Source: an optimization exercise on an open RTL-to-GDS flow (aim: small area). Production flows keep margins and buffers that such runs may drop.
Function was checked by simulation only, so behaviour that the tests miss may differ from the original.
Power figures rest on the tool's default switching activity, not on a simulated workload.

[flow/flow/run.sh]
#!/bin/bash
set -euo pipefail
bash standard.sh \
  BUFFER_PORTS_ARGS="-buffer_cell sky130_fd_sc_hd__buf_1" \
  CTS_ARGS="-sink_clustering_enable -repair_clock_nets -buf_list sky130_fd_sc_hd__clkbuf_4 -dont_use_dummy_load" \
  finish > make_finish.log 2>&1
[flow/standard.sh]
#!/bin/bash
# synth_recipe.tcl (not shown) runs the flow's synth.tcl, then flattens the netlist and writes it again
# the make line also repeats each setting of config.mk as NAME=value (left out here)
make -C /OpenROAD-flow-scripts/flow DESIGN_CONFIG=/design/flow/config.mk WORK_HOME=/design/flow/orfs CLKGATE_MAP_FILE= SYNTH_SCRIPT=/design/flow/synth_recipe.tcl "${@:-finish}"
[flow/config.mk]
export PLATFORM = sky130hd
export DESIGN_NAME = matrix_alu
export DESIGN_NICKNAME = matrix_alu
export VERILOG_FILES = /design/flow/design.v
export SDC_FILE = /design/flow/constraint.sdc
export NUM_CORES = 4
export LEC_CHECK = 0
export CAP_MARGIN = 20
export CORE_AREA = 2 2 428 110
export DIE_AREA = 0 0 430 112
export PLACE_DENSITY = 0.7
export SLEW_MARGIN = 20
[flow/constraint.sdc]
create_clock -name core_clock -period 12.0 [get_ports {Clk}]
set_input_delay 2.4000 -clock core_clock [delete_from_list [all_inputs] [get_ports {Clk}]]
set_output_delay 2.4000 -clock core_clock [all_outputs]
set_load 0.01 [all_outputs]
[flow/design.v]
module matrix_alu #(
    parameter int ELEM_W     = 16,
    parameter int MUL_CYCLES = 16
) (
    input  logic                 Clk,
    input  logic                 nReset,
    input  logic                 start,
    input  logic [2:0]           opcode,
    input  logic [16*ELEM_W-1:0] operandA,
    input  logic [16*ELEM_W-1:0] operandB,
    output logic [16*ELEM_W-1:0] result,
    output logic                 busy,
    output logic                 done,
    output logic                 err
);
    localparam logic [2:0] OP_ADD = 3'b000;
    localparam logic [2:0] OP_SUB = 3'b001;
    localparam logic [2:0] OP_TRN = 3'b010;
    localparam logic [2:0] OP_SCL = 3'b011;
    localparam logic [2:0] OP_MUL = 3'b100;
    localparam logic [1:0] S_IDLE = 2'd0;
    localparam logic [1:0] S_BUSY = 2'd1;
    localparam logic [1:0] S_DONE = 2'd2;
    logic [15:0] x_q   [16];
    logic [15:0] b_q   [16];
    logic [15:0] r_q   [4];
    logic [15:0] acc_q [4];
    logic [1:0]  st_q;
    logic [7:0]  cnt_q;
    logic [2:0]  op_q;
    logic        valid_q;
    logic        err_q;
    logic        lap_q;
    logic        idle_q, nidle_q;    
    wire idle   = idle_q;
    wire accept = start & idle;
    wire legal  = (opcode <= OP_MUL);
    wire ld     = start & idle_q & legal;
    wire ldn    = ~start | nidle_q | ~legal;
    wire [3:0] ph = cnt_q[3:0];
    wire [15:0] x0 = x_q[0] ^ {16{~cnt_q[0]}};
    wire [15:0] b0 = b_q[0] ^ {16{~cnt_q[0]}};
    wire [7:0] n  = cnt_q;
    wire [3:0]  rv = n[7:4];
    logic [1:0] m_row;
    logic [1:0] m_kind;                         
    always_comb begin
        case (rv)
            4'd1:  begin m_row = 2'd0; m_kind = 2'd0; end
            4'd2:  begin m_row = 2'd0; m_kind = 2'd1; end
            4'd3:  begin m_row = 2'd0; m_kind = 2'd2; end
            4'd4:  begin m_row = 2'd1; m_kind = 2'd0; end
            4'd5:  begin m_row = 2'd1; m_kind = 2'd1; end
            4'd6:  begin m_row = 2'd1; m_kind = 2'd2; end
            4'd7:  begin m_row = 2'd2; m_kind = 2'd0; end
            4'd8:  begin m_row = 2'd2; m_kind = 2'd1; end
            4'd9:  begin m_row = 2'd2; m_kind = 2'd2; end
            4'd10: begin m_row = 2'd3; m_kind = 2'd0; end
            4'd11: begin m_row = 2'd3; m_kind = 2'd1; end
            4'd12: begin m_row = 2'd3; m_kind = 2'd2; end
            default: begin m_row = 2'd3; m_kind = 2'd3; end
        endcase
    end
    wire        m_first = (m_kind == 2'd0) && (ph[3:2] == 2'd0);   
    wire        m_cwr   = (m_kind == 2'd2) && (ph[3:2] == m_row);
    wire        m_fill  = (m_kind[1]) && (ph[3:2] == (m_row + 2'd1));
    wire        m_last  = (n == 8'd208);
    logic t_visit;
    always_comb begin
        case (n)
            8'd1, 8'd3, 8'd4, 8'd6, 8'd8, 8'd12, 8'd18, 8'd25,
            8'd33, 8'd35, 8'd36, 8'd38,
            8'd49, 8'd52, 8'd55, 8'd59, 8'd66, 8'd72, 8'd77, 8'd78,
            8'd81, 8'd84, 8'd87, 8'd91: t_visit = 1'b1;
            default: t_visit = 1'b0;
        endcase
    end
    wire s_load = (n == 8'd15);
    wire s_shft = (n >= 8'd15) && (n <= 8'd18);
    wire s_hi   = (rv == 4'd2);
    wire s_lo   = (rv == 4'd3);
    wire ew_pass = (n[7:5] == 3'd0);
    wire is_busy = (st_q == S_BUSY);
    wire op_ill  = op_q[2] & (op_q[1] | op_q[0]);
    logic        x_sel_r, x_one, x_neg;    
    logic        y_sel_b, y_sel_x;         
    logic        a_sel_x, a_sel_acc;       
    logic        a_klo, a_khi;             
    logic        hsel;                      
    logic        xwr;                       
    logic        rsh;                       
    logic        rin_b, rin_r;              
    logic        fin;                       
    always_comb begin
        x_sel_r   = 1'b0;
        x_one     = 1'b0;
        x_neg     = 1'b0;
        y_sel_b   = 1'b0;
        y_sel_x   = 1'b0;
        a_sel_x   = 1'b0;
        a_sel_acc = 1'b0;
        a_klo     = 1'b1;
        a_khi     = 1'b1;
        hsel      = 1'b0;
        xwr       = 1'b0;
        rsh       = 1'b0;
        rin_b     = 1'b0;
        rin_r     = 1'b0;
        fin       = 1'b0;
        if (is_busy) begin
            if (op_ill) begin
                xwr = !valid_q;
                fin = (ph == 4'd0) && lap_q;
            end else begin
                case (op_q)
                    OP_ADD, OP_SUB: begin
                        a_sel_x = 1'b1;
                        y_sel_b = 1'b1;
                        x_one   = (op_q == OP_ADD);
                        x_neg   = (op_q == OP_SUB);
                        hsel    = n[4];
                        xwr     = ew_pass;
                        fin     = (n == 8'd32);
                    end
                    OP_TRN: begin
                        x_sel_r = 1'b1;
                        rsh     = t_visit;
                        xwr     = t_visit;
                        fin     = (n == 8'd96);
                    end
                    OP_SCL: begin
                        x_sel_r = 1'b1;
                        y_sel_x = 1'b1;
                        rsh     = s_shft;
                        rin_b   = s_load;
                        a_sel_x = 1'b1;
                        hsel    = s_hi;
                        a_khi   = s_lo;
                        a_klo   = s_hi;
                        xwr     = s_hi | s_lo;
                        fin     = (n == 8'd64);
                    end
                    default: begin  
                        y_sel_b   = 1'b1;
                        if (!m_kind[1]) begin
                            x_sel_r   = 1'b1;
                            a_sel_acc = !m_first;
                            hsel      = m_kind[0];
                            rsh       = (ph[1:0] == 2'd3);
                            rin_r     = 1'b1;
                        end else begin
                            a_sel_acc = 1'b1;
                            xwr       = m_cwr;
                            rsh       = m_fill;
                        end
                        fin = m_last;
                    end
                endcase
            end
        end
    end
    logic [15:0] mx, my, ma, mac;
    logic [15:0] mxs;
    logic [7:0]  y8;
    assign mxs = hsel ? {mx[7:0], 8'd0} : mx;
    assign y8  = hsel ? my[15:8] : my[7:0];
    logic t1, t2, t3, t4, t5, t6, t7, t8, t9, t10, t11, t12, t13, t14, t15, t16, t17, t18, t19, t20, t21, t22, t23, t24, t25, t26, t27, t28, t29, t30, t31, t32, t33, t34, t35, t36, t37, t38, t39, t40, t41, t42, t43, t44, t45, t46, t47, t48, t49, t50, t51, t52, t53, t54, t55, t56, t57, t58, t59, t60, t61, t62, t63, t64, t65, t66, t67, t68, t69, t70, t71, t72, t73, t74, t75, t76, t77, t78, t79, t80, t81, t82, t83, t84, t85, t86, t87, t88, t89, t90, t91, t92, t93, t94, t95, t96, t97, t98, t99, t100, t101, t102, t103, t104, t105, t106, t107, t108, t109, t110, t111, t112, t113, t114, t115, t116, t117, t118, t119, t120, t121, t122, t123, t124, t125, t126, t127, t128, t129, t130, t131, t132, t133, t134, t135, t136, t137, t138, t139, t140, t141, t142, t143, t144, t145, t146, t147, t148, t149, t150, t151, t152, t153, t154, t155, t156, t157, t158, t159, t160, t161, t162, t163, t164, t165, t166, t167, t168, t169, t170, t171, t172, t173, t174, t175, t176, t177, t178, t179, t180, t181, t182, t183, t184, t185, t186, t187, t188, t189, t190, t191, t192;
    assign t1 = (mxs[0] & y8[5]) ^ (mxs[1] & y8[4]);
    assign t2 = (mxs[0] & y8[5]) & (mxs[1] & y8[4]);
    assign t3 = (mxs[0] & y8[6]) ^ (mxs[1] & y8[5]) ^ (mxs[2] & y8[4]);
    assign t4 = ((mxs[0] & y8[6]) & (mxs[1] & y8[5])) | ((mxs[0] & y8[6]) & (mxs[2] & y8[4])) | ((mxs[1] & y8[5]) & (mxs[2] & y8[4]));
    assign t5 = (mxs[3] & y8[3]) ^ (mxs[4] & y8[2]);
    assign t6 = (mxs[3] & y8[3]) & (mxs[4] & y8[2]);
    assign t7 = (mxs[0] & y8[7]) ^ (mxs[1] & y8[6]) ^ (mxs[2] & y8[5]);
    assign t8 = ((mxs[0] & y8[7]) & (mxs[1] & y8[6])) | ((mxs[0] & y8[7]) & (mxs[2] & y8[5])) | ((mxs[1] & y8[6]) & (mxs[2] & y8[5]));
    assign t9 = (mxs[3] & y8[4]) ^ (mxs[4] & y8[3]) ^ (mxs[5] & y8[2]);
    assign t10 = ((mxs[3] & y8[4]) & (mxs[4] & y8[3])) | ((mxs[3] & y8[4]) & (mxs[5] & y8[2])) | ((mxs[4] & y8[3]) & (mxs[5] & y8[2]));
    assign t11 = (mxs[6] & y8[1]) ^ (mxs[7] & y8[0]);
    assign t12 = (mxs[6] & y8[1]) & (mxs[7] & y8[0]);
    assign t13 = (mxs[1] & y8[7]) ^ (mxs[2] & y8[6]) ^ (mxs[3] & y8[5]);
    assign t14 = ((mxs[1] & y8[7]) & (mxs[2] & y8[6])) | ((mxs[1] & y8[7]) & (mxs[3] & y8[5])) | ((mxs[2] & y8[6]) & (mxs[3] & y8[5]));
    assign t15 = (mxs[4] & y8[4]) ^ (mxs[5] & y8[3]) ^ (mxs[6] & y8[2]);
    assign t16 = ((mxs[4] & y8[4]) & (mxs[5] & y8[3])) | ((mxs[4] & y8[4]) & (mxs[6] & y8[2])) | ((mxs[5] & y8[3]) & (mxs[6] & y8[2]));
    assign t17 = (mxs[7] & y8[1]) ^ (mxs[8] & y8[0]) ^ ma[8];
    assign t18 = ((mxs[7] & y8[1]) & (mxs[8] & y8[0])) | ((mxs[7] & y8[1]) & ma[8]) | ((mxs[8] & y8[0]) & ma[8]);
    assign t19 = (mxs[2] & y8[7]) ^ (mxs[3] & y8[6]) ^ (mxs[4] & y8[5]);
    assign t20 = ((mxs[2] & y8[7]) & (mxs[3] & y8[6])) | ((mxs[2] & y8[7]) & (mxs[4] & y8[5])) | ((mxs[3] & y8[6]) & (mxs[4] & y8[5]));
    assign t21 = (mxs[5] & y8[4]) ^ (mxs[6] & y8[3]) ^ (mxs[7] & y8[2]);
    assign t22 = ((mxs[5] & y8[4]) & (mxs[6] & y8[3])) | ((mxs[5] & y8[4]) & (mxs[7] & y8[2])) | ((mxs[6] & y8[3]) & (mxs[7] & y8[2]));
    assign t23 = (mxs[8] & y8[1]) ^ (mxs[9] & y8[0]) ^ ma[9];
    assign t24 = ((mxs[8] & y8[1]) & (mxs[9] & y8[0])) | ((mxs[8] & y8[1]) & ma[9]) | ((mxs[9] & y8[0]) & ma[9]);
    assign t25 = (mxs[3] & y8[7]) ^ (mxs[4] & y8[6]) ^ (mxs[5] & y8[5]);
    assign t26 = ((mxs[3] & y8[7]) & (mxs[4] & y8[6])) | ((mxs[3] & y8[7]) & (mxs[5] & y8[5])) | ((mxs[4] & y8[6]) & (mxs[5] & y8[5]));
    assign t27 = (mxs[6] & y8[4]) ^ (mxs[7] & y8[3]) ^ (mxs[8] & y8[2]);
    assign t28 = ((mxs[6] & y8[4]) & (mxs[7] & y8[3])) | ((mxs[6] & y8[4]) & (mxs[8] & y8[2])) | ((mxs[7] & y8[3]) & (mxs[8] & y8[2]));
    assign t29 = (mxs[9] & y8[1]) ^ (mxs[10] & y8[0]) ^ ma[10];
    assign t30 = ((mxs[9] & y8[1]) & (mxs[10] & y8[0])) | ((mxs[9] & y8[1]) & ma[10]) | ((mxs[10] & y8[0]) & ma[10]);
    assign t31 = (mxs[4] & y8[7]) ^ (mxs[5] & y8[6]) ^ (mxs[6] & y8[5]);
    assign t32 = ((mxs[4] & y8[7]) & (mxs[5] & y8[6])) | ((mxs[4] & y8[7]) & (mxs[6] & y8[5])) | ((mxs[5] & y8[6]) & (mxs[6] & y8[5]));
    assign t33 = (mxs[7] & y8[4]) ^ (mxs[8] & y8[3]) ^ (mxs[9] & y8[2]);
    assign t34 = ((mxs[7] & y8[4]) & (mxs[8] & y8[3])) | ((mxs[7] & y8[4]) & (mxs[9] & y8[2])) | ((mxs[8] & y8[3]) & (mxs[9] & y8[2]));
    assign t35 = (mxs[10] & y8[1]) ^ (mxs[11] & y8[0]) ^ ma[11];
    assign t36 = ((mxs[10] & y8[1]) & (mxs[11] & y8[0])) | ((mxs[10] & y8[1]) & ma[11]) | ((mxs[11] & y8[0]) & ma[11]);
    assign t37 = (mxs[5] & y8[7]) ^ (mxs[6] & y8[6]) ^ (mxs[7] & y8[5]);
    assign t38 = ((mxs[5] & y8[7]) & (mxs[6] & y8[6])) | ((mxs[5] & y8[7]) & (mxs[7] & y8[5])) | ((mxs[6] & y8[6]) & (mxs[7] & y8[5]));
    assign t39 = (mxs[8] & y8[4]) ^ (mxs[9] & y8[3]) ^ (mxs[10] & y8[2]);
    assign t40 = ((mxs[8] & y8[4]) & (mxs[9] & y8[3])) | ((mxs[8] & y8[4]) & (mxs[10] & y8[2])) | ((mxs[9] & y8[3]) & (mxs[10] & y8[2]));
    assign t41 = (mxs[11] & y8[1]) ^ (mxs[12] & y8[0]) ^ ma[12];
    assign t42 = ((mxs[11] & y8[1]) & (mxs[12] & y8[0])) | ((mxs[11] & y8[1]) & ma[12]) | ((mxs[12] & y8[0]) & ma[12]);
    assign t43 = (mxs[6] & y8[7]) ^ (mxs[7] & y8[6]) ^ (mxs[8] & y8[5]);
    assign t44 = ((mxs[6] & y8[7]) & (mxs[7] & y8[6])) | ((mxs[6] & y8[7]) & (mxs[8] & y8[5])) | ((mxs[7] & y8[6]) & (mxs[8] & y8[5]));
    assign t45 = (mxs[9] & y8[4]) ^ (mxs[10] & y8[3]) ^ (mxs[11] & y8[2]);
    assign t46 = ((mxs[9] & y8[4]) & (mxs[10] & y8[3])) | ((mxs[9] & y8[4]) & (mxs[11] & y8[2])) | ((mxs[10] & y8[3]) & (mxs[11] & y8[2]));
    assign t47 = (mxs[12] & y8[1]) ^ (mxs[13] & y8[0]) ^ ma[13];
    assign t48 = ((mxs[12] & y8[1]) & (mxs[13] & y8[0])) | ((mxs[12] & y8[1]) & ma[13]) | ((mxs[13] & y8[0]) & ma[13]);
    assign t49 = (mxs[7] & y8[7]) ^ (mxs[8] & y8[6]) ^ (mxs[9] & y8[5]);
    assign t50 = ((mxs[7] & y8[7]) & (mxs[8] & y8[6])) | ((mxs[7] & y8[7]) & (mxs[9] & y8[5])) | ((mxs[8] & y8[6]) & (mxs[9] & y8[5]));
    assign t51 = (mxs[10] & y8[4]) ^ (mxs[11] & y8[3]) ^ (mxs[12] & y8[2]);
    assign t52 = ((mxs[10] & y8[4]) & (mxs[11] & y8[3])) | ((mxs[10] & y8[4]) & (mxs[12] & y8[2])) | ((mxs[11] & y8[3]) & (mxs[12] & y8[2]));
    assign t53 = (mxs[13] & y8[1]) ^ (mxs[14] & y8[0]) ^ ma[14];
    assign t54 = ((mxs[13] & y8[1]) & (mxs[14] & y8[0])) | ((mxs[13] & y8[1]) & ma[14]) | ((mxs[14] & y8[0]) & ma[14]);
    assign t55 = (mxs[8] & y8[7]) ^ (mxs[9] & y8[6]) ^ (mxs[10] & y8[5]);
    assign t56 = (mxs[11] & y8[4]) ^ (mxs[12] & y8[3]) ^ (mxs[13] & y8[2]);
    assign t57 = (mxs[14] & y8[1]) ^ (mxs[15] & y8[0]) ^ ma[15];
    assign t58 = (mxs[0] & y8[3]) ^ (mxs[1] & y8[2]);
    assign t59 = (mxs[0] & y8[3]) & (mxs[1] & y8[2]);
    assign t60 = (mxs[0] & y8[4]) ^ (mxs[1] & y8[3]) ^ (mxs[2] & y8[2]);
    assign t61 = ((mxs[0] & y8[4]) & (mxs[1] & y8[3])) | ((mxs[0] & y8[4]) & (mxs[2] & y8[2])) | ((mxs[1] & y8[3]) & (mxs[2] & y8[2]));
    assign t62 = (mxs[3] & y8[1]) ^ (mxs[4] & y8[0]);
    assign t63 = (mxs[3] & y8[1]) & (mxs[4] & y8[0]);
    assign t64 = (mxs[2] & y8[3]) ^ (mxs[3] & y8[2]) ^ (mxs[4] & y8[1]);
    assign t65 = ((mxs[2] & y8[3]) & (mxs[3] & y8[2])) | ((mxs[2] & y8[3]) & (mxs[4] & y8[1])) | ((mxs[3] & y8[2]) & (mxs[4] & y8[1]));
    assign t66 = (mxs[5] & y8[0]) ^ ma[5] ^ t1;
    assign t67 = ((mxs[5] & y8[0]) & ma[5]) | ((mxs[5] & y8[0]) & t1) | (ma[5] & t1);
    assign t68 = (mxs[5] & y8[1]) ^ (mxs[6] & y8[0]) ^ ma[6];
    assign t69 = ((mxs[5] & y8[1]) & (mxs[6] & y8[0])) | ((mxs[5] & y8[1]) & ma[6]) | ((mxs[6] & y8[0]) & ma[6]);
    assign t70 = t3 ^ t5 ^ t2;
    assign t71 = (t3 & t5) | (t3 & t2) | (t5 & t2);
    assign t72 = ma[7] ^ t7 ^ t9;
    assign t73 = (ma[7] & t7) | (ma[7] & t9) | (t7 & t9);
    assign t74 = t11 ^ t4 ^ t6;
    assign t75 = (t11 & t4) | (t11 & t6) | (t4 & t6);
    assign t76 = t13 ^ t15 ^ t17;
    assign t77 = (t13 & t15) | (t13 & t17) | (t15 & t17);
    assign t78 = t8 ^ t10 ^ t12;
    assign t79 = (t8 & t10) | (t8 & t12) | (t10 & t12);
    assign t80 = t19 ^ t21 ^ t23;
    assign t81 = (t19 & t21) | (t19 & t23) | (t21 & t23);
    assign t82 = t14 ^ t16 ^ t18;
    assign t83 = (t14 & t16) | (t14 & t18) | (t16 & t18);
    assign t84 = t25 ^ t27 ^ t29;
    assign t85 = (t25 & t27) | (t25 & t29) | (t27 & t29);
    assign t86 = t20 ^ t22 ^ t24;
    assign t87 = (t20 & t22) | (t20 & t24) | (t22 & t24);
    assign t88 = t31 ^ t33 ^ t35;
    assign t89 = (t31 & t33) | (t31 & t35) | (t33 & t35);
    assign t90 = t26 ^ t28 ^ t30;
    assign t91 = (t26 & t28) | (t26 & t30) | (t28 & t30);
    assign t92 = t37 ^ t39 ^ t41;
    assign t93 = (t37 & t39) | (t37 & t41) | (t39 & t41);
    assign t94 = t32 ^ t34 ^ t36;
    assign t95 = (t32 & t34) | (t32 & t36) | (t34 & t36);
    assign t96 = t43 ^ t45 ^ t47;
    assign t97 = (t43 & t45) | (t43 & t47) | (t45 & t47);
    assign t98 = t38 ^ t40 ^ t42;
    assign t99 = (t38 & t40) | (t38 & t42) | (t40 & t42);
    assign t100 = t49 ^ t51 ^ t53;
    assign t101 = (t49 & t51) | (t49 & t53) | (t51 & t53);
    assign t102 = t44 ^ t46 ^ t48;
    assign t103 = (t44 & t46) | (t44 & t48) | (t46 & t48);
    assign t104 = t55 ^ t56 ^ t57;
    assign t105 = t50 ^ t52 ^ t54;
    assign t106 = (mxs[0] & y8[2]) ^ (mxs[1] & y8[1]);
    assign t107 = (mxs[0] & y8[2]) & (mxs[1] & y8[1]);
    assign t108 = (mxs[2] & y8[1]) ^ (mxs[3] & y8[0]) ^ ma[3];
    assign t109 = ((mxs[2] & y8[1]) & (mxs[3] & y8[0])) | ((mxs[2] & y8[1]) & ma[3]) | ((mxs[3] & y8[0]) & ma[3]);
    assign t110 = ma[4] ^ t60 ^ t62;
    assign t111 = (ma[4] & t60) | (ma[4] & t62) | (t60 & t62);
    assign t112 = t64 ^ t66 ^ t61;
    assign t113 = (t64 & t66) | (t64 & t61) | (t66 & t61);
    assign t114 = t68 ^ t70 ^ t65;
    assign t115 = (t68 & t70) | (t68 & t65) | (t70 & t65);
    assign t116 = t72 ^ t74 ^ t69;
    assign t117 = (t72 & t74) | (t72 & t69) | (t74 & t69);
    assign t118 = t76 ^ t78 ^ t73;
    assign t119 = (t76 & t78) | (t76 & t73) | (t78 & t73);
    assign t120 = t80 ^ t82 ^ t77;
    assign t121 = (t80 & t82) | (t80 & t77) | (t82 & t77);
    assign t122 = t84 ^ t86 ^ t81;
    assign t123 = (t84 & t86) | (t84 & t81) | (t86 & t81);
    assign t124 = t88 ^ t90 ^ t85;
    assign t125 = (t88 & t90) | (t88 & t85) | (t90 & t85);
    assign t126 = t92 ^ t94 ^ t89;
    assign t127 = (t92 & t94) | (t92 & t89) | (t94 & t89);
    assign t128 = t96 ^ t98 ^ t93;
    assign t129 = (t96 & t98) | (t96 & t93) | (t98 & t93);
    assign t130 = t100 ^ t102 ^ t97;
    assign t131 = (t100 & t102) | (t100 & t97) | (t102 & t97);
    assign t132 = t104 ^ t105 ^ t101;
    assign t133 = (mxs[0] & y8[1]) ^ (mxs[1] & y8[0]);
    assign t134 = (mxs[0] & y8[1]) & (mxs[1] & y8[0]);
    assign t135 = (mxs[2] & y8[0]) ^ ma[2] ^ t106;
    assign t136 = ((mxs[2] & y8[0]) & ma[2]) | ((mxs[2] & y8[0]) & t106) | (ma[2] & t106);
    assign t137 = t58 ^ t108 ^ t107;
    assign t138 = (t58 & t108) | (t58 & t107) | (t108 & t107);
    assign t139 = t59 ^ t110 ^ t109;
    assign t140 = (t59 & t110) | (t59 & t109) | (t110 & t109);
    assign t141 = t63 ^ t112 ^ t111;
    assign t142 = (t63 & t112) | (t63 & t111) | (t112 & t111);
    assign t143 = t67 ^ t114 ^ t113;
    assign t144 = (t67 & t114) | (t67 & t113) | (t114 & t113);
    assign t145 = t71 ^ t116 ^ t115;
    assign t146 = (t71 & t116) | (t71 & t115) | (t116 & t115);
    assign t147 = t75 ^ t118 ^ t117;
    assign t148 = (t75 & t118) | (t75 & t117) | (t118 & t117);
    assign t149 = t79 ^ t120 ^ t119;
    assign t150 = (t79 & t120) | (t79 & t119) | (t120 & t119);
    assign t151 = t83 ^ t122 ^ t121;
    assign t152 = (t83 & t122) | (t83 & t121) | (t122 & t121);
    assign t153 = t87 ^ t124 ^ t123;
    assign t154 = (t87 & t124) | (t87 & t123) | (t124 & t123);
    assign t155 = t91 ^ t126 ^ t125;
    assign t156 = (t91 & t126) | (t91 & t125) | (t126 & t125);
    assign t157 = t95 ^ t128 ^ t127;
    assign t158 = (t95 & t128) | (t95 & t127) | (t128 & t127);
    assign t159 = t99 ^ t130 ^ t129;
    assign t160 = (t99 & t130) | (t99 & t129) | (t130 & t129);
    assign t161 = t103 ^ t132 ^ t131;
    assign t162 = (mxs[0] & y8[0]) ^ ma[0];
    assign t163 = (mxs[0] & y8[0]) & ma[0];
    assign t164 = ma[1] ^ t133 ^ t163;
    assign t165 = (ma[1] & t133) | (ma[1] & t163) | (t133 & t163);
    assign t166 = t135 ^ t134 ^ t165;
    assign t167 = (t135 & t134) | (t135 & t165) | (t134 & t165);
    assign t168 = t137 ^ t136 ^ t167;
    assign t169 = (t137 & t136) | (t137 & t167) | (t136 & t167);
    assign t170 = t139 ^ t138 ^ t169;
    assign t171 = (t139 & t138) | (t139 & t169) | (t138 & t169);
    assign t172 = t141 ^ t140 ^ t171;
    assign t173 = (t141 & t140) | (t141 & t171) | (t140 & t171);
    assign t174 = t143 ^ t142 ^ t173;
    assign t175 = (t143 & t142) | (t143 & t173) | (t142 & t173);
    assign t176 = t145 ^ t144 ^ t175;
    assign t177 = (t145 & t144) | (t145 & t175) | (t144 & t175);
    assign t178 = t147 ^ t146 ^ t177;
    assign t179 = (t147 & t146) | (t147 & t177) | (t146 & t177);
    assign t180 = t149 ^ t148 ^ t179;
    assign t181 = (t149 & t148) | (t149 & t179) | (t148 & t179);
    assign t182 = t151 ^ t150 ^ t181;
    assign t183 = (t151 & t150) | (t151 & t181) | (t150 & t181);
    assign t184 = t153 ^ t152 ^ t183;
    assign t185 = (t153 & t152) | (t153 & t183) | (t152 & t183);
    assign t186 = t155 ^ t154 ^ t185;
    assign t187 = (t155 & t154) | (t155 & t185) | (t154 & t185);
    assign t188 = t157 ^ t156 ^ t187;
    assign t189 = (t157 & t156) | (t157 & t187) | (t156 & t187);
    assign t190 = t159 ^ t158 ^ t189;
    assign t191 = (t159 & t158) | (t159 & t189) | (t158 & t189);
    assign t192 = t161 ^ t160 ^ t191;
    assign mac = {t192, t190, t188, t186, t184, t182, t180, t178, t176, t174, t172, t170, t168, t166, t164, t162};
    always_comb begin
        if (x_sel_r)      mx = r_q[0];
        else if (x_one)   mx = 16'd1;
        else if (x_neg)   mx = 16'hffff;
        else              mx = 16'd0;
        if (y_sel_b)      my = b0;
        else if (y_sel_x) my = x0;
        else              my = 16'd1;
        if (a_sel_x)        ma = x0 & {{8{a_khi}}, {8{a_klo}}};
        else if (a_sel_acc) ma = acc_q[0];
        else                ma = 16'd0;
    end
    always_ff @(posedge Clk) begin
        for (int p = 0; p < 16; p++) begin
            x_q[p] <= ({16{ld}}  & ~operandA[255-16*p -: 16])
                    | ({16{ldn}} & ((p < 15) ? ~x_q[p+1] : (xwr ? (mac ^ {16{cnt_q[0]}}) : ~x_q[0])));
            b_q[p] <= ({16{ld}}  & ~operandB[255-16*p -: 16])
                    | ({16{ldn}} & ~b_q[(p+1)%16]);
        end
        if (rsh) begin
            for (int p = 0; p < 3; p++) r_q[p] <= r_q[p+1];
            r_q[3] <= rin_b ? b0 : (rin_r ? r_q[0] : x0);
        end
        for (int p = 0; p < 3; p++) acc_q[p] <= acc_q[p+1];
        acc_q[3] <= mac;
    end
    always_ff @(posedge Clk or negedge nReset) begin
        if (!nReset) begin
            st_q    <= S_IDLE;
            idle_q  <= 1'b1;
            nidle_q <= 1'b0;
            cnt_q   <= '0;
            op_q    <= '0;
            valid_q <= 1'b0;
            err_q   <= 1'b0;
            lap_q   <= 1'b0;
        end else begin
            cnt_q <= cnt_q + 8'd1;
            case (st_q)
                S_IDLE: begin
                    if (start) begin
                        st_q    <= S_BUSY;
                        idle_q  <= 1'b0;
                        nidle_q <= 1'b1;
                        op_q  <= opcode;
                        err_q <= !legal;
                        lap_q <= 1'b0;
                        if (legal) begin
                            cnt_q   <= '0;
                            valid_q <= 1'b1;
                        end
                    end
                end
                S_BUSY: begin
                    if (ph == 4'd0) lap_q <= 1'b1;
                    if (fin) begin
                        st_q <= S_DONE;
                        if (op_ill) valid_q <= 1'b1;
                    end
                end
                default: begin
                    st_q    <= S_IDLE;
                    idle_q  <= 1'b1;
                    nidle_q <= 1'b0;
                end
            endcase
        end
    end
    always_comb begin
        for (int p = 0; p < 16; p++) result[255-16*p -: 16] = x_q[(p+15)%16];
    end
    assign busy = (st_q == S_BUSY);
    assign done = (st_q == S_DONE);
    assign err  = err_q;
endmodule
==> results.env, run 1 <==
DETAILEDPLACEMENTHPWL_UM=76000
PLACEMENT.IO_BUFFERS=776
MAXCAPVIOLATIONS=0
WL_MET1_UM=42000
N_FILL_CELL=3900
PLACE_INST=3265
SYNTH.LIB_CELLS_USED.DISTINCT=68
SYNTH.NET_COUNT=2615
ANTENNA_FOUND_INITIAL=12
TIMING.HOLD.WS_NS=0.298
CTS_BUFFERS=120
MOSTFREQUENTLAYOUTCELL='sky130_fd_sc_hd__buf_1'
SETUP_VIOL=0
FP.DIEH_UM=112
ACHIEVABLE-FREQUENCY_GHz=0.0871
ROUTED.TOP_LAYER='met5'
GP_ROUTABILITY_CONGESTION=1.18
YS_ASYNC_SR_FRACTION_PCT=2.74
SYN-MEAN-INSTANCE-AREA_UM2=11.5
ROUTE.VIAS.TOTAL=20500
CP_DATA_REQUIRED_TIME_NS=12.71
SYNTHFLOPTYPE='sky130_fd_sc_hd__dfxtp_1'
GRT.OVERFLOW.TOTAL=0
CTS-HTREE-LEVELS=3
FINAL.MIN_CLOCK_PERIOD_NS=11.48
DRC=0
POWER.DENSITY_CELL_AREA_mW_PER_MM2=401
YS.WARNINGS.COUNT=5
SEQ_AREA_FRAC_SYNTH_PCT=60.4
TIMING.CRITICAL_PATH.TO_TYPE='register'
INITIAL_DETAILED_ROUTING_VIOLATION_COUNT=2854
CLOCK_TREE.BUFFER_DEPTH=3
LAYOUT_COMMON_CELLS='sky130_fd_sc_hd__buf_1, sky130_fd_sc_hd__dfxtp_1, sky130_fd_sc_hd__o22ai_1, sky130_fd_sc_hd__clkbuf_4, sky130_fd_sc_hd__nor2_1'
WORST_IR_DROP_VDD_mV=0.228
DRT_FIRST_PASS_ITERS=7
INITIAL_CORE_UTIL_PCT=51.0
CRIT_PATH_START_KIND='register'
FINAL_LAYOUT_SIZE_SUFFIX_GT1_SHARE_PCT=6.49
ROUTEDWLPERCELL_UM=28.9
SYN2LAYOUT_AREA_GROWTH_PCT=18.9
CRITPATHSLOWESTCELL='sky130_fd_sc_hd__mux4_2'
FINAL.SETUP_SKEW_NS=0.144
NUMBER_OF_PORTS_PLACED_ON_THE_DIE_BOUNDARY=777
GRT_PASS1_VIAS=19400
SYNTHESIS.AREA_MM2=0.0230
SYNTH_ENABLE_FLOP_CELLS=64
WORSTPATHARRIVAL_NS=12.18
GRT_START_MAX_NET_PINS=258
MIN_PERIOD_OVER_PERIOD_PCT=95.6
ROWS=39
CLASS_OF_THE_MOST_CRITICAL_HOLD_TIMING_PATH='register to register'
GRT_USE_TOTAL_PCT=39.9
GRT_PASS1_WL_UM=137000
MAX-SLEW-MARGIN-REL_PCT=25.8
CRITICAL-PATH-TOP-CELL-BY-COUNT='sky130_fd_sc_hd__fa_1'
CTS_TREE='done'
TOTALNEGATIVESETUPSLACK_NS=0
FINALNETCOUNT=3394
ANTENNA_LEFT=0
CLK_LATENCY_NS=0.96
SLEW_VIOLS_FINAL=0
CLOCK_TREE.ROOT_CELL='sky130_fd_sc_hd__clkbuf_4'
FINAL_CELLS=3394
CTS_NUM_SINKS=658
VIA_TO_CELL_RATIO=6.05
RSZ0062_AT_GRT='no'
P_LEAK_nW=10.2
DRT-TOTAL-WL_UM=98100
SYN-INSTANCE-COUNT=1996
CTS-HOLD-FIX-BUFFERS=0
ROUTED-WL-MET3_UM=13200
DESIGN.CORE.AREA_MM2=0.0451
MET2_WIRELENGTH_UM=40700
FLOORPLAN.DIE_AREA_MM2=0.0482
TIMING_HOLD_VIOLATIONS_FINAL=0
WORST-PATH-MAX-FANOUT=10
POSTSYNTHREGISTERBITS=658
STATUS='finished clean'
DIEWIDTH_UM=430
CRITPATHMAXSTAGEDELAY_NS=0.55
WORSTSETUPPATHTYPE='register to register'
CLK_PIN_SLEW_NS=0.08
WORST-SLEW-PIN-TRANSITION_NS=1.11
==> through the flow <==
| stage | total power [mW] | setup WS (ns) | instance area (µm²) | utilization [%] |
|---|---|---|---|---|
| 2_1_floorplan | 7.34 | 1.03 | 23000 | - |
| 5_1_grt | 11.6 | 0.0457 | 27400 | 60.6 |
| 3_5_place_dp | 9.51 | 0.132 | 26400 | 58.5 |
| 6_report | 11.0 | 0.523 | 27400 | 60.6 |
| 3_3_place_gp | 9.38 | 0.543 | 26400 | 58.5 |
| 4_1_cts | 10.8 | 0.162 | 27300 | 60.5 |
==> timing repair <==
action                                  CTS  global route
endpoints found under the setup margin    0             2
gates resized for setup                   0             2
setup buffers                             0             2
endpoints found under the hold margin     0             0
==> worst paths after layout <==
kind                              start           end  slack [ns]  cells past startpoint
max                            cnt_q[5]   x_q[15][15]        0.52                     35
min                        acc_q[1][12]  acc_q[0][12]        0.30                      0
max reg2reg                    cnt_q[5]   x_q[15][15]        0.52                     35
min reg2reg                acc_q[1][12]  acc_q[0][12]        0.30                      0
max in group asynchronous        nReset      cnt_q[0]       10.12                      1
min in group asynchronous        nReset       st_q[0]        1.47                      1
==> power by group <==
group          internal, mW  switching, mW  leakage (nW)
Clock                 0.454          0.780         0.552
Combinational          2.11           3.18          3.98
Sequential             3.48          0.963          5.66
Total                  6.05           4.92          10.2
==> state kept, by name, indices dropped and copies added (netlist names) <==
signal and cells:
acc_q 64, b_q 256, cnt_q 8, err_q 1
idle_q 1, lap_q 1, nidle_q 1, op_q 3
r_q 64, st_q 2, valid_q 1, x_q 256
==> cell families (layout without fill, tap and decap cells) <==
logic type                 Yosys count  in the layout  synth area share, %
buffers and inverters              231           1008                 3.90
xor gates and xnor gates            62             62                 2.52
adders and majority gates          101            101                 8.23
other                                0              6                    0
and+or+nand+nor                    242            242                 4.71
muxes                               19             19                0.897
AOI/OAI and AO/OA                  683            683                 19.4
DFF                                658            658                 60.4
==> synthesized netlist by cell type, drive strengths merged, types with 2 or more instances <==
cell	instances	area [µm²]
dfxtp	576	11500
o22ai	530	3320
clkbuf	143	537
nor2	86	323
fa	84	1680
nand2	82	308
inv	76	285
edfxtp	64	1920
xnor2	46	410
o21ai	32	160
a22oi	29	236
a21oi	26	130
a221o	18	180
dfrtp	17	425
ha	17	213
mux2i	15	150
nor2b	14	87.6
xor2	14	123
nand3	13	65.1
a22o	12	105
nor3	12	60.1
buf	11	71.3
nand2b	11	76.3
and2	8	50.1
o211ai	6	45.0
o221ai	6	52.6
a31oi	5	31.3
o31ai	4	43.8
and3	3	18.8
mux2	3	33.8
nor3b	3	27.5
a2111oi	2	17.5
a221oi	2	17.5
a41oi	2	17.5
nand4	2	12.5
o32ai	2	36.3
or2	2	12.5
or3	2	12.5
xnor3	2	46.3
==> metal layers <==
layer  up-vias  GRT usage, %
met1     10000          58.1
met3       199          15.6
met5         -             0
met2      1342          55.5
li1       8934             -
met4         6          9.25
==> critical path: cells and delay by family, from the launching register on <==
family,cells,cell delay [ns]
mux,3,0.97
xor+xnor,8,1.61
simple gates,2,0.29
flops,1,0.45
buf+inv,3,0.48
fa+ha+maj,16,6.78
compound gates,3,0.74
==> layout make-up <==
class,count,area [µm²],area share (%)
clock buffers,120,901,3.29
multi-input cells,1107,8260,30.2
inverters,77,289,1.06
diodes,6,15.0,0.0549
well taps,615,769,2.81
flip-flops and latches,658,13900,50.8
repair buffers,811,3230,11.8
==> inputs of run 2 (changes only) <==
--- a/flow/config.mk
+++ b/flow/config.mk
@@ -7,6 +7,6 @@
 export LEC_CHECK = 0
 export CAP_MARGIN = 20
-export CORE_AREA = 2 2 428 110
-export DIE_AREA = 0 0 430 112
-export PLACE_DENSITY = 0.7
+export CORE_AREA = 2 2 438 128
+export DIE_AREA = 0 0 440 130
+export PLACE_DENSITY = 0.65
 export SLEW_MARGIN = 20
==> results.env, run 2 <==
STATUS='finished clean'
MIN_PERIOD_OVER_PERIOD_PCT=97.1
MAXCAPVIOLATIONS=0
AREA_SHARE_OF_FA_HA_MAJ_CELLS_AFTER_SYNTHESIS_PCT=8.23
CRITPATHSLOWESTCELL='sky130_fd_sc_hd__mux4_2'
SEQ_AREA_FRAC_SYNTH_PCT=60.4
INITIAL_CORE_UTIL_PCT=42.2
CLOCK_TREE.BUFFER_DEPTH=3
P_LEAK_nW=10.4
YOSYSTOPAREACELL='sky130_fd_sc_hd__dfxtp_1'
FINAL.MIN_CLOCK_PERIOD_NS=11.65
TIMING.CRITICAL_PATH.TO_TYPE='register'
CRIT_PATH_START_KIND='register'
DETAILEDPLACEMENTHPWL_UM=78200
DESIGN.CORE.AREA_MM2=0.0545
LAYOUT_COMMON_CELLS='sky130_fd_sc_hd__buf_1, sky130_fd_sc_hd__dfxtp_1, sky130_fd_sc_hd__o22ai_1, sky130_fd_sc_hd__clkbuf_4, sky130_fd_sc_hd__fa_1'
FLOORPLAN.DIE_AREA_MM2=0.0572
SYNTH_ENABLE_FLOP_CELLS=64
ACHIEVABLE-FREQUENCY_GHz=0.0858
SYN2LAYOUT_AREA_GROWTH_PCT=21.0
TIMING.FINAL.WS_SETUP_NS=0.347
SYNTH.LIB_CELLS_USED.DISTINCT=68
FINAL.SETUP_SKEW_NS=0.105
CTS_BUFFERS=134
WORST-SLEW-PIN-TRANSITION_NS=1.17
SLEW_VIOLS_FINAL=0
DRT_FIRST_PASS_ITERS=9
TOTALNEGATIVESETUPSLACK_NS=0
WORST-PATH-MAX-FANOUT=6
NUMBER_OF_PORTS_PLACED_ON_THE_DIE_BOUNDARY=777
SYNTHESIS.AREA_MM2=0.0230
FINAL_LAYOUT_SIZE_SUFFIX_GT1_SHARE_PCT=7.99
FINALNETCOUNT=3436
GRT_PASS1_WL_UM=136000
CLK_LATENCY_NS=0.96
SYNTH_MOST_COMMON_CELL='sky130_fd_sc_hd__dfxtp_1'
YS_ASYNC_SR_FRACTION_PCT=2.74
ANTENNA_LEFT=0
CTS_POST_SETUP_BUFFERS_INSERTED=0
CTS-HTREE-LEVELS=4
ROUTE.VIAS.TOTAL=20400
GRT_USE_TOTAL_PCT=34.3
CTS-HOLD-FIX-BUFFERS=0
WORST_IR_DROP_VDD_mV=0.188
YS.WARNINGS.COUNT=5
ROWS=46
SYN-INSTANCE-COUNT=1996
YOSYS-TOP-CELLS-AREA='sky130_fd_sc_hd__dfxtp_1, sky130_fd_sc_hd__o22ai_1, sky130_fd_sc_hd__edfxtp_1'
SYN-MEAN-INSTANCE-AREA_UM2=11.5
GRT.OVERFLOW.TOTAL=0
DRT-TOTAL-WL_UM=101000
SETUP_VIOL=0
VIA_TO_CELL_RATIO=5.72
DIEWIDTH_UM=440
POST-LAYOUT-TOTAL-POWER_mW=11.2
GP_ROUTABILITY_CONGESTION=1.06
POWER.DENSITY_CELL_AREA_mW_PER_MM2=400
INITIAL_DETAILED_ROUTING_VIOLATION_COUNT=2323
CTS_NUM_SINKS=658
CLASS_OF_THE_MOST_CRITICAL_HOLD_TIMING_PATH='register to register'
CRITPATHMAXSTAGEDELAY_NS=0.59
CLOCK_TREE.ROOT_CELL='sky130_fd_sc_hd__clkbuf_4'
BIGGESTREGSBYFLOPS='b_q x256, x_q x256'
WORSTSETUPPATHTYPE='register to register'
SYNTH_SIMPLE_GATE_AREA_SHARE_PCT=4.71
MAX-SLEW-MARGIN-REL_PCT=22.0
GRT_START_MAX_NET_PINS=184
SYNTH_COMPOUND_GATE_AREA_SHARE_PCT=19.4
TIMING_HOLD_VIOLATIONS_FINAL=0
YOSYS.AREA_SHARE.XOR_XNOR_PCT=2.52
RSZ0062_AT_GRT='no'
DOMINANT_COMBINATIONAL_CELL_FAMILY_BY_AREA_AFTER_SYNTHESIS='compound AO/OA/AOI/OAI gates'
DRC=0
POSTSYNTHREGISTERBITS=658
SYNTH_COMMON_CELLS='sky130_fd_sc_hd__dfxtp_1, sky130_fd_sc_hd__o22ai_1, sky130_fd_sc_hd__clkbuf_1'
GRT_PASS1_VIAS=18300
ROUTEDWLPERCELL_UM=28.4
PORTION_OF_NETLIST_AREA_OCCUPIED_BY_MUX_CELLS_PCT=0.897
FP.DIEH_UM=130
CRITICAL-PATH-TOP-CELL-BY-COUNT='sky130_fd_sc_hd__fa_1'
SYNTH_TOP_AREA_SHARE_PCT=50.1
CLK_PIN_SLEW_NS=0.08
PLACEMENT.IO_BUFFERS=776
WORSTPATHARRIVAL_NS=12.46
POST_CTS_RESIZE_COUNT=0
SYNTH.NET_COUNT=2615
PRECTSSETUPSLACK_NS=0.364
ANTENNA_FOUND_INITIAL=14
SYNTHFLOPTYPE='sky130_fd_sc_hd__dfxtp_1'
CTS_TREE='done'
MOSTFREQUENTLAYOUTCELL='sky130_fd_sc_hd__buf_1'
CP_DATA_REQUIRED_TIME_NS=12.80
[run 2: cell counts after synthesis]
No cell type changed its count.
[run 2: cell families after synthesis]
kind of cell,count (synthesis)
xor+xnor,62
flops,658
fa+ha+maj,101
simple gates,242
compound gates,683
buf+inv,231
mux,19
[run 2: where the power goes]
part           internal, mW  total, mW  switching (mW)
clock network         0.512       1.34           0.823
registers              3.48       4.37           0.885
logic                  2.18       5.45            3.27
total                  6.18       11.2            4.98
[run 2: per-layer routing]
| layer | GRT usage, % | part of all wire, % |
|---|---|---|
| met4 | 8.94 | 2.1 |
| met5 | 0 | 0.046 |
| met1 | 50.0 | 45 |
| met3 | 13.9 | 12 |
| met2 | 46.5 | 40 |
[run 2: path summary, 6_finish.rpt]
check | to | startpoint | slack (ns) | depth (start not counted)
max | x_q[15][15] | cnt_q[5] | 0.35 | 38
min | acc_q[1][2] | acc_q[2][2] | 0.32 | 0
max reg2reg | x_q[15][15] | cnt_q[5] | 0.35 | 38
min reg2reg | acc_q[1][2] | acc_q[2][2] | 0.32 | 0
max in group asynchronous | cnt_q[0] | nReset | 10.17 | 1
min in group asynchronous | op_q[0] | nReset | 1.44 | 1
[run 2: layout make-up]
type | count | area, µm²
diodes | 10 | 25.0
repair buffers | 838 | 3430
flip-flops and latches | 658 | 13900
multi-input cells | 1108 | 8280
inverters | 77 | 289
fillers | 5064 | 26600
well taps | 744 | 931
clock buffers | 134 | 1010
[run 2: through the flow]
step / instances / hold WS, ns / cell area (µm²) / utilization, %
5_1_grt: 3567 / 0.309 / 27900 / 51.1
3_3_place_gp: 3418 / 0.310 / 26800 / 49.1
6_report: 3569 / 0.319 / 27900 / 51.1
2_1_floorplan: 1996 / 0.310 / 23000 / -
3_5_place_dp: 3418 / 0.312 / 26800 / 49.1
4_1_cts: 3552 / 0.316 / 27800 / 50.9
[run 2: worst max-delay path: cells and delay by family, from the launching register on]
family / cells / cell delay [ns]
flops: 1 / 0.38
fa+ha+maj: 15 / 6.68
compound gates: 3 / 0.93
mux: 3 / 0.98
simple gates: 1 / 0.13
buf+inv: 8 / 0.90
xor+xnor: 8 / 1.53
==> inputs of run 3 (changes only) <==
--- a/flow/config.mk
+++ b/flow/config.mk
@@ -7,6 +7,6 @@
 export LEC_CHECK = 0
 export CAP_MARGIN = 20
-export CORE_AREA = 2 2 438 128
-export DIE_AREA = 0 0 440 130
-export PLACE_DENSITY = 0.65
+export CORE_AREA = 2 2 418 98
+export DIE_AREA = 0 0 420 100
+export PLACE_DENSITY = 0.8
 export SLEW_MARGIN = 20
==> results.env, run 3 <==
SYNTH_MOST_COMMON_CELL='sky130_fd_sc_hd__dfxtp_1'
PORTION_OF_NETLIST_AREA_OCCUPIED_BY_MUX_CELLS_PCT=0.897
INITIAL_CORE_UTIL_PCT=58.2
ANTENNA_FOUND_INITIAL=17
CRITPATHMAXSTAGEDELAY_NS=0.56
GRT_USE_TOTAL_PCT=48.3
SYN2LAYOUT_AREA_GROWTH_PCT=18.3
ACHIEVABLE-FREQUENCY_GHz=0.0871
GRT_PASS1_VIAS=19100
TIMING.FINAL.WS_SETUP_NS=0.519
SLEW_VIOLS_FINAL=0
CLK_LATENCY_NS=0.91
MET1_USAGE_PCT=69.8
FINAL_LAYOUT_SIZE_SUFFIX_GT1_SHARE_PCT=6.04
WORST-SLEW-PIN-TRANSITION_NS=1.15
TOTALNEGATIVESETUPSLACK_NS=0
FINAL.SETUP_SKEW_NS=0.133
RSZ0062_AT_GRT='no'
TIMING.CRITICAL_PATH.TO_TYPE='register'
CTS_TREE='done'
SETUP_VIOL=0
PRECTSSETUPSLACK_NS=0.364
CLOCK_TREE.BUFFER_DEPTH=3
STATUS='finished clean'
CRITPATHSLOWESTCELL='sky130_fd_sc_hd__mux4_2'
AREA_SHARE_OF_FA_HA_MAJ_CELLS_AFTER_SYNTHESIS_PCT=8.23
CTS_NUM_SINKS=658
WORST_IR_DROP_VDD_mV=0.203
INITIAL_DETAILED_ROUTING_VIOLATION_COUNT=3875
FLOORPLAN.DIE_AREA_MM2=0.0420
PLACEMENT.IO_BUFFERS=776
DOMINANT_COMBINATIONAL_CELL_FAMILY_BY_AREA_AFTER_SYNTHESIS='compound AO/OA/AOI/OAI gates'
YOSYS.AREA_SHARE.XOR_XNOR_PCT=2.52
ANTENNA_LEFT=0
SYNTH.NET_COUNT=2615
ROWS=35
FINAL.MIN_CLOCK_PERIOD_NS=11.48
SYNTH_SIMPLE_GATE_AREA_SHARE_PCT=4.71
SYN-MEAN-INSTANCE-AREA_UM2=11.5
CLASS_OF_THE_MOST_CRITICAL_HOLD_TIMING_PATH='register to register'
CTS-HTREE-LEVELS=3
DETAILEDPLACEMENTHPWL_UM=80800
CLOCK_TREE.ROOT_CELL='sky130_fd_sc_hd__clkbuf_4'
CTS-HOLD-FIX-BUFFERS=0
GP_ROUTABILITY_CONGESTION=1.21
SYNTH.LIB_CELLS_USED.DISTINCT=68
WORSTPATHARRIVAL_NS=12.23
ROUTE.VIAS.TOTAL=21600
SYN-INSTANCE-COUNT=1996
CTS_BUFFERS=115
DESIGN.CORE.AREA_MM2=0.0395
CTS_POST_SETUP_BUFFERS_INSERTED=0
MIN_PERIOD_OVER_PERIOD_PCT=95.7
SYNTHESIS.AREA_MM2=0.0230
GRT_USE_MET3_PCT=30.6
SEQ_AREA_FRAC_SYNTH_PCT=60.4
LAYOUT_COMMON_CELLS='sky130_fd_sc_hd__buf_1, sky130_fd_sc_hd__dfxtp_1, sky130_fd_sc_hd__o22ai_1, sky130_fd_sc_hd__clkbuf_4, sky130_fd_sc_hd__nor2_1'
NUMBER_OF_PORTS_PLACED_ON_THE_DIE_BOUNDARY=777
WORST-PATH-MAX-FANOUT=12
DRT_FIRST_PASS_ITERS=7
YS.WARNINGS.COUNT=5
POST_CTS_RESIZE_COUNT=0
P_LEAK_nW=10.2
PLACED_CELL_AREA_MM2=0.0263
SYNTHFLOPTYPE='sky130_fd_sc_hd__dfxtp_1'
SYNTH_TOP_AREA_SHARE_PCT=50.1
GRT.OVERFLOW.TOTAL=0
CRITICAL-PATH-TOP-CELL-BY-COUNT='sky130_fd_sc_hd__fa_1'
WORSTSETUPPATHTYPE='register to register'
MAXCAPVIOLATIONS=0
FINALNETCOUNT=3384
CRIT_PATH_START_KIND='register'
GRT_PASS1_WL_UM=140000
SYNTH_COMPOUND_GATE_AREA_SHARE_PCT=19.4
VIA_TO_CELL_RATIO=6.47
POST-LAYOUT-TOTAL-POWER_mW=11.2
DRT-TOTAL-WL_UM=104000
MOSTFREQUENTLAYOUTCELL='sky130_fd_sc_hd__buf_1'
YS_ASYNC_SR_FRACTION_PCT=2.74
CLK_PIN_SLEW_NS=0.12
MAX-SLEW-MARGIN-REL_PCT=23.2
FIN_AREA_MM2=0.0272
SYNTH_ENABLE_FLOP_CELLS=64
BIGGESTREGSBYFLOPS='b_q x256, x_q x256'
FINISH.UTILIZATION_PCT=68.9
DIEWIDTH_UM=420
TIMING_HOLD_VIOLATIONS_FINAL=0
CP_DATA_REQUIRED_TIME_NS=12.75
DRC=0
GLOBALROUTE.BUSIESTLAYER='met1'
YOSYSTOPAREACELL='sky130_fd_sc_hd__dfxtp_1'
SYNTH_COMMON_CELLS='sky130_fd_sc_hd__dfxtp_1, sky130_fd_sc_hd__o22ai_1, sky130_fd_sc_hd__clkbuf_1'
POWER.DENSITY_CELL_AREA_mW_PER_MM2=412
YOSYS-TOP-CELLS-AREA='sky130_fd_sc_hd__dfxtp_1, sky130_fd_sc_hd__o22ai_1, sky130_fd_sc_hd__edfxtp_1'
GRT.MET2_USAGE_PCT=57.9
FP.DIEH_UM=100
POSTSYNTHREGISTERBITS=658
GRT_START_MAX_NET_PINS=262
ROUTEDWLPERCELL_UM=31.2
-- run 3: through the flow --
stage          cells  hold WS [ns]
6_report        3331         0.319
5_1_grt         3322         0.325
4_1_cts         3315         0.320
3_5_place_dp    3200         0.312
3_3_place_gp    3200         0.310
2_1_floorplan   1996         0.310
-- run 3: kinds of logic after synthesis --
group	Yosys count
adder cells (fa/ha/maj)	101
AO/OA/AOI/OAI	683
flip-flops	658
XOR/XNOR	62
multiplexers	19
buffers and inverters	231
AND/OR/NAND/NOR	242
-- run 3: routing by layer --
metal,up-vias,wire length [µm]
li1,8921,-
met1,10400,42200
met2,1922,37600
met3,345,20700
met4,12,3190
met5,-,423
-- run 3: final cells by class --
type                    instances  area (µm²)
well taps                     555         694
repair buffers                806        3210
fillers                      3022       12300
flip-flops and latches        658       13900
clock buffers                 115         863
multi-input cells            1107        8240
inverters                      77         289
diodes                         13        32.5
-- run 3: path summary, 6_finish.rpt --
| path | start | to | cells past startpoint | slack [ns] |
|---|---|---|---|---|
| worst max-delay path | cnt_q[5] | x_q[15][15] | 39 | 0.52 |
| worst min-delay path | acc_q[3][14] | acc_q[2][14] | 0 | 0.32 |
| worst max register to register | cnt_q[5] | x_q[15][15] | 39 | 0.52 |
| worst min register to register | acc_q[3][14] | acc_q[2][14] | 0 | 0.32 |
| max in group asynchronous | nReset | idle_q | 1 | 10.12 |
| min in group asynchronous | nReset | valid_q | 1 | 1.45 |
-- run 3: worst max-delay path: cells and delay by family, from the launching register on --
family,cells,cell delay (ns)
flops,1,0.46
mux,3,0.96
simple gates,2,0.18
buf+inv,8,1.00
fa+ha+maj,15,6.64
compound gates,3,0.62
xor+xnor,8,1.51
-- run 3: power by group --
part	total (mW)	switching [mW]	leakage (nW)	internal, mW
sequential	4.64	1.15	5.66	3.48
combinational	5.37	3.27	3.96	2.10
clock	1.22	0.786	0.529	0.436
==> inputs of run 4 (changes only) <==
==> flow/flow/run.sh (replaced) <==
#!/bin/bash
set -euo pipefail
bash standard.sh \
  BUFFER_PORTS_ARGS="-buffer_cell sky130_fd_sc_hd__buf_1" \
  CTS_ARGS="-sink_clustering_enable -repair_clock_nets -buf_list sky130_fd_sc_hd__clkbuf_4 -sink_clustering_buffer sky130_fd_sc_hd__clkbuf_8 -sink_clustering_size 12 -sink_clustering_max_diameter 40 -dont_use_dummy_load" \
  finish > make_finish.log 2>&1
--- a/flow/config.mk
+++ b/flow/config.mk
@@ -7,6 +7,6 @@
 export LEC_CHECK = 0
 export CAP_MARGIN = 20
-export CORE_AREA = 2 2 418 98
-export DIE_AREA = 0 0 420 100
-export PLACE_DENSITY = 0.8
+export CORE_AREA = 2 2 438 128
+export DIE_AREA = 0 0 440 130
+export PLACE_DENSITY = 0.65
 export SLEW_MARGIN = 20
==> results.env, run 4 <==
STATUS='finished clean'
CP_DATA_REQUIRED_TIME_NS=12.77
ACHIEVABLE-FREQUENCY_GHz=0.0863
CLK_PIN_SLEW_NS=0.09
CTS-HTREE-LEVELS=3
CTS_TREE='done'
WORSTSETUPPATHTYPE='register to register'
FINAL.MIN_CLOCK_PERIOD_NS=11.59
ROUTEDWLPERCELL_UM=28.6
SYNTH_ENABLE_FLOP_CELLS=64
CTS_NUM_SINKS=658
CRITPATHSLOWESTCELL='sky130_fd_sc_hd__o31ai_4'
WORSTPATHARRIVAL_NS=12.36
CRITICAL-PATH-TOP-DELAY-FAMILY='adder cells'
FINAL_LAYOUT_SIZE_SUFFIX_GT1_SHARE_PCT=5.71
DIEWIDTH_UM=440
SYNTH_MOST_COMMON_CELL='sky130_fd_sc_hd__dfxtp_1'
CTS_BUFFERS=67
YS.WARNINGS.COUNT=5
MOSTFREQUENTLAYOUTCELL='sky130_fd_sc_hd__buf_1'
CLASS_OF_THE_MOST_CRITICAL_HOLD_TIMING_PATH='register to register'
LAYOUT_COMMON_CELLS='sky130_fd_sc_hd__buf_1, sky130_fd_sc_hd__dfxtp_1, sky130_fd_sc_hd__o22ai_1, sky130_fd_sc_hd__nor2_1, sky130_fd_sc_hd__fa_1'
POSTSYNTHREGISTERBITS=658
WORST-PATH-MAX-FANOUT=10
SYNTH.NET_COUNT=2615
GRT_START_MAX_NET_PINS=184
SYN-MEAN-INSTANCE-AREA_UM2=11.5
FINAL.SETUP_SKEW_NS=0.132
POST_CTS_RESIZE_COUNT=0
BIGGESTREGSBYFLOPS='b_q x256, x_q x256'
GRT_PASS1_WL_UM=135000
TIMING_HOLD_VIOLATIONS_FINAL=0
SYN-INSTANCE-COUNT=1996
SYNTHESIS.AREA_MM2=0.0230
CLOCK_TREE.BUFFER_DEPTH=3
CRITICAL_PATH_BUF_INV_COUNT=8
ROUTE.VIAS.TOTAL=20100
FLOORPLAN.DIE_AREA_MM2=0.0572
PLACEMENT.IO_BUFFERS=776
CRITICAL-PATH-TOP-CELL-BY-COUNT='sky130_fd_sc_hd__fa_1'
CLK_LATENCY_NS=0.94
INITIAL_DETAILED_ROUTING_VIOLATION_COUNT=2413
POWER.DENSITY_CELL_AREA_mW_PER_MM2=398
YOSYS-TOP-CELLS-AREA='sky130_fd_sc_hd__dfxtp_1, sky130_fd_sc_hd__o22ai_1, sky130_fd_sc_hd__edfxtp_1'
SYNTH_COMMON_CELLS='sky130_fd_sc_hd__dfxtp_1, sky130_fd_sc_hd__o22ai_1, sky130_fd_sc_hd__clkbuf_1'
MIN_PERIOD_OVER_PERIOD_PCT=96.6
GRT_PASS1_VIAS=17900
FINALNETCOUNT=3369
WORSTSETUPPATHDEPTH=39
SYNTH_TOP_AREA_SHARE_PCT=50.1
DESIGN.CORE.AREA_MM2=0.0545
SEQ_AREA_FRAC_SYNTH_PCT=60.4
TIMING.CRITICAL_PATH.TO_TYPE='register'
RSZ0062_AT_GRT='no'
WORST_IR_DROP_VDD_mV=0.194
SYN2LAYOUT_AREA_GROWTH_PCT=20.5
GRT_USE_TOTAL_PCT=34.0
DRT_FIRST_PASS_ITERS=7
CRITPATHMAXSTAGEDELAY_NS=0.58
RR_WORST_DEPTH=39
MAX-SLEW-MARGIN-REL_PCT=23.1
MAXCAPVIOLATIONS=0
CRIT_PATH_START_KIND='register'
CLOCK_TREE.ROOT_CELL='sky130_fd_sc_hd__clkbuf_4'
FP.DIEH_UM=130
GP_ROUTABILITY_CONGESTION=1.06
DRC=0
ROWS=46
VIA_TO_CELL_RATIO=5.73
DETAILEDPLACEMENTHPWL_UM=78200
N_FILL_CELL=5035
TIMING.HOLD.WORST_PATH_DEPTH=0
GRT.OVERFLOW.TOTAL=0
NUMBER_OF_PORTS_PLACED_ON_THE_DIE_BOUNDARY=777
SYNTHFLOPTYPE='sky130_fd_sc_hd__dfxtp_1'
DRT-TOTAL-WL_UM=100000
P_LEAK_nW=10.2
YOSYSTOPAREACELL='sky130_fd_sc_hd__dfxtp_1'
SLEW_VIOLS_FINAL=0
INITIAL_CORE_UTIL_PCT=42.2
YS_ASYNC_SR_FRACTION_PCT=2.74
WORST-SLEW-PIN-TRANSITION_NS=1.15
SYNTH.LIB_CELLS_USED.DISTINCT=68
SETUP_VIOL=0
TOTALNEGATIVESETUPSLACK_NS=0
ANTENNA_LEFT=0
ANTENNA_FOUND_INITIAL=14
TIMING.HOLD.WS_NS=0.317
-- run 4: logic make-up after synthesis --
logic type	count (synthesis)	share of synthesized area, %
xor gates and xnor gates	62	2.52
buffers and inverters	231	3.90
adders and majority gates	101	8.23
AOI/OAI and AO/OA	683	19.4
muxes	19	0.897
DFF	658	60.4
and+or+nand+nor	242	4.71
-- run 4: what timing repair did --
| item | CTS | global route |
|---|---|---|
| setup buffers | 0 | 6 |
| endpoints found under the setup margin | 0 | 1 |
| hold buffers | 0 | 0 |
-- run 4: layer usage --
metal | vias up | routed length [µm] | track usage (%)
li1 | 8874 | - | -
met1 | 9922 | 44700 | 49.8
met2 | 1137 | 40700 | 46.4
met3 | 143 | 12600 | 13.3
met4 | 4 | 2230 | 8.52
met5 | - | 34 | 0
-- run 4: final timing paths --
| check | start | endpoint | slack [ns] |
|---|---|---|---|
| max | cnt_q[4] | x_q[15][15] | 0.41 |
| max reg2reg | cnt_q[4] | x_q[15][15] | 0.41 |
| max in group asynchronous | nReset | op_q[2] | 10.15 |
| min | acc_q[2][2] | acc_q[1][2] | 0.32 |
| min in group asynchronous | nReset | cnt_q[2] | 1.48 |
| min reg2reg | acc_q[2][2] | acc_q[1][2] | 0.32 |
-- run 4: worst reg2reg max path: cells and delay by family, from the launching register on --
| kind | cells | cell delay, ns |
|---|---|---|
| DFF | 1 | 0.49 |
| muxes | 2 | 0.28 |
| xor gates and xnor gates | 8 | 1.58 |
| AOI/OAI and AO/OA | 4 | 1.25 |
| buffers and inverters | 8 | 0.91 |
| adders and majority gates | 15 | 6.70 |
| and+or+nand+nor | 2 | 0.28 |
-- run 4: layout make-up --
type	count	area, µm²	area share [%]
inverter	77	289	1.04
timing repair buffer	838	3440	12.4
sequential	658	13900	50.1
antenna	13	32.5	0.117
tap	744	931	3.36
multi-input combinational	1108	8280	29.8
clock buffer	67	866	3.12
-- run 4: stage by stage --
step	instances	cell area [µm²]	power [mW]	setup WS (ns)	utilization [%]
finish	3505	27700	11.0	0.408	50.9
global route	3502	27700	11.6	0.0572	50.9
CTS	3485	27600	10.9	0.304	50.7
detailed placement	3418	26800	9.63	0.364	49.1
global placement	3418	26800	9.59	0.433	49.1
floorplan	1996	23000	7.34	1.03	-
-- run 4: power breakdown --
part | switching, mW | internal [mW] | total (mW)
logic | 3.27 | 2.18 | 5.45
clock network | 0.766 | 0.461 | 1.23
registers | 0.881 | 3.48 | 4.36
==> inputs of run 5 (changes only) <==
--- a/flow/config.mk
+++ b/flow/config.mk
@@ -7,6 +7,6 @@
 export LEC_CHECK = 0
 export CAP_MARGIN = 20
-export CORE_AREA = 2 2 438 128
-export DIE_AREA = 0 0 440 130
-export PLACE_DENSITY = 0.65
+export CORE_AREA = 2 2 428 110
+export DIE_AREA = 0 0 430 112
+export PLACE_DENSITY = 0.8
 export SLEW_MARGIN = 20
==> results.env, run 5 <==
NUMBER_OF_PORTS_PLACED_ON_THE_DIE_BOUNDARY=777
ROUTEDWLPERCELL_UM=30.5
FINISH.UTILIZATION_PCT=60.4
SEQ_AREA_FRAC_SYNTH_PCT=60.4
TIMING_HOLD_VIOLATIONS_FINAL=0
ROUTE.VIAS.TOTAL=20600
PLACEMENT.IO_BUFFERS=776
GP_ROUTABILITY_CONGESTION=1.23
ANTENNA_FOUND_INITIAL=20
GRT_PASS1_VIAS=18900
N_FILL_CELL=3837
GRT_PASS1_WL_UM=140000
WORST-PATH-MAX-FANOUT=7
INITIAL_CORE_UTIL_PCT=51.0
SYNTHFLOPTYPE='sky130_fd_sc_hd__dfxtp_1'
GRT_START_MAX_NET_PINS=227
GRT_USE_TOTAL_PCT=41.0
TOTALNEGATIVESETUPSLACK_NS=0
CTS_NUM_SINKS=658
CRITPATHSLOWESTCELL='sky130_fd_sc_hd__mux4_2'
DIEWIDTH_UM=430
CTS-HOLD-FIX-BUFFERS=0
GRT.OVERFLOW.TOTAL=0
YS_ASYNC_SR_FRACTION_PCT=2.74
DETAILEDPLACEMENTHPWL_UM=78800
PLACED_CELL_AREA_MM2=0.0264
FIN_AREA_MM2=0.0273
ROWS=39
ANTENNA_LEFT=0
WORST-SLEW-PIN-TRANSITION_NS=1.11
FINALNETCOUNT=3331
SYNTH_ENABLE_FLOP_CELLS=64
SYNTH_MOST_COMMON_CELL='sky130_fd_sc_hd__dfxtp_1'
FINAL.SETUP_SKEW_NS=0.142
SETUP_VIOL=0
YOSYSTOPAREACELL='sky130_fd_sc_hd__dfxtp_1'
FINAL_LAYOUT_SIZE_SUFFIX_GT1_SHARE_PCT=4.46
TIMING.HOLD.WS_NS=0.277
CLOCK_TREE.BUFFER_DEPTH=3
WORSTPATHARRIVAL_NS=12.18
YS.WARNINGS.COUNT=5
TIMING.HOLD.WORST_PATH_DEPTH=0
FINAL.MIN_CLOCK_PERIOD_NS=11.45
BIGGESTREGSBYFLOPS='b_q x256, x_q x256'
DRT-TOTAL-WL_UM=102000
CP_DATA_REQUIRED_TIME_NS=12.73
WORST_IR_DROP_VDD_mV=0.236
MIN_PERIOD_OVER_PERIOD_PCT=95.4
CLOCK_TREE.ROOT_CELL='sky130_fd_sc_hd__clkbuf_4'
FLOORPLAN.DIE_AREA_MM2=0.0482
SYNTH_TOP_AREA_SHARE_PCT=50.1
WORSTSETUPPATHTYPE='register to register'
POWER.DENSITY_CELL_AREA_mW_PER_MM2=407
VIA_TO_CELL_RATIO=6.19
MAX-SLEW-MARGIN-REL_PCT=25.8
CTS-HTREE-LEVELS=2
DESIGN.CORE.AREA_MM2=0.0451
MOSTFREQUENTLAYOUTCELL='sky130_fd_sc_hd__buf_1'
SYN-MEAN-INSTANCE-AREA_UM2=11.5
CLK_LATENCY_NS=0.95
SYNTH_COMMON_CELLS='sky130_fd_sc_hd__dfxtp_1, sky130_fd_sc_hd__o22ai_1, sky130_fd_sc_hd__clkbuf_1'
SYNTHESIS.AREA_MM2=0.0230
TIMING.CRITICAL_PATH.TO_TYPE='register'
CLK_PIN_SLEW_NS=0.09
MAXCAPVIOLATIONS=0
P_LEAK_nW=10.0
DRC=0
RR_WORST_DEPTH=35
LAYOUT_COMMON_CELLS='sky130_fd_sc_hd__buf_1, sky130_fd_sc_hd__dfxtp_1, sky130_fd_sc_hd__o22ai_1, sky130_fd_sc_hd__nor2_1, sky130_fd_sc_hd__fa_1'
STATUS='finished clean'
DRT_FIRST_PASS_ITERS=6
[run 5: cell counts after synthesis]
No cell type changed its count.
[run 5: kinds of logic after synthesis]
family                   count (synthesis)  share of synthesized area [%]
AO/OA/AOI/OAI                          683                           19.4
flip-flops                             658                           60.4
AND/OR/NAND/NOR                        242                           4.71
buffers and inverters                  231                           3.90
adder cells (fa/ha/maj)                101                           8.23
XOR/XNOR                                62                           2.52
multiplexers                            19                          0.897
[run 5: path summary, 6_finish.rpt]
| check | from | slack [ns] | to |
|---|---|---|---|
| setup / recovery | cnt_q[5] | 0.55 | x_q[15][15] |
| hold / removal | acc_q[2][13] | 0.28 | acc_q[1][13] |
| setup reg to reg | cnt_q[5] | 0.55 | x_q[15][15] |
| hold reg to reg | acc_q[2][13] | 0.28 | acc_q[1][13] |
| max in group asynchronous | nReset | 10.20 | idle_q |
| min in group asynchronous | nReset | 1.45 | nidle_q |
[run 5: timing repair]
action / in CTS / in global routing
hold endpoints to repair: 0 / 0
setup endpoints to repair: 0 / 1
setup buffers: 0 / 3
resized for setup: 0 / 8
[run 5: layout make-up]
class	instances	area [µm²]	share of cell area (%)
Inverter	77	289	1.06
Clock buffer	61	808	2.96
Multi-Input combinational cell	1107	8270	30.3
Sequential cell	658	13900	51.0
Timing Repair Buffer	807	3200	11.7
Tap cell	615	769	2.82
Antenna cell	9	22.5	0.0826
[run 5: power breakdown]
part	switching, mW	internal (mW)
logic	3.27	2.13
clock network	0.737	0.428
registers	1.05	3.48
total	5.05	6.04
[run 5: stage by stage]
stage               worst slack, ns  instances  power [mW]
global route                -0.0107       3327        11.5
floorplan                      1.03       1996        7.34
finish                        0.551       3334        11.1
global placement              0.684       3261        9.51
CTS                           0.405       3322        10.8
detailed placement            0.442       3261        9.64
[run 5: layer usage]
layer | part of all wire [%] | global-route usage, %
met4 | 2.4 | 8.24
met2 | 41 | 56.4
met3 | 14 | 15.1
met1 | 43 | 61.2
met5 | 0.19 | 1.16
[run 5: critical path: cells and delay by family, from the launching register on]
kind | cells | cell delay, ns
AO/OA/AOI/OAI | 3 | 0.87
multiplexers | 3 | 0.93
XOR/XNOR | 8 | 1.56
adder cells (fa/ha/maj) | 16 | 6.77
AND/OR/NAND/NOR | 1 | 0.18
flip-flops | 1 | 0.47
buffers and inverters | 4 | 0.52
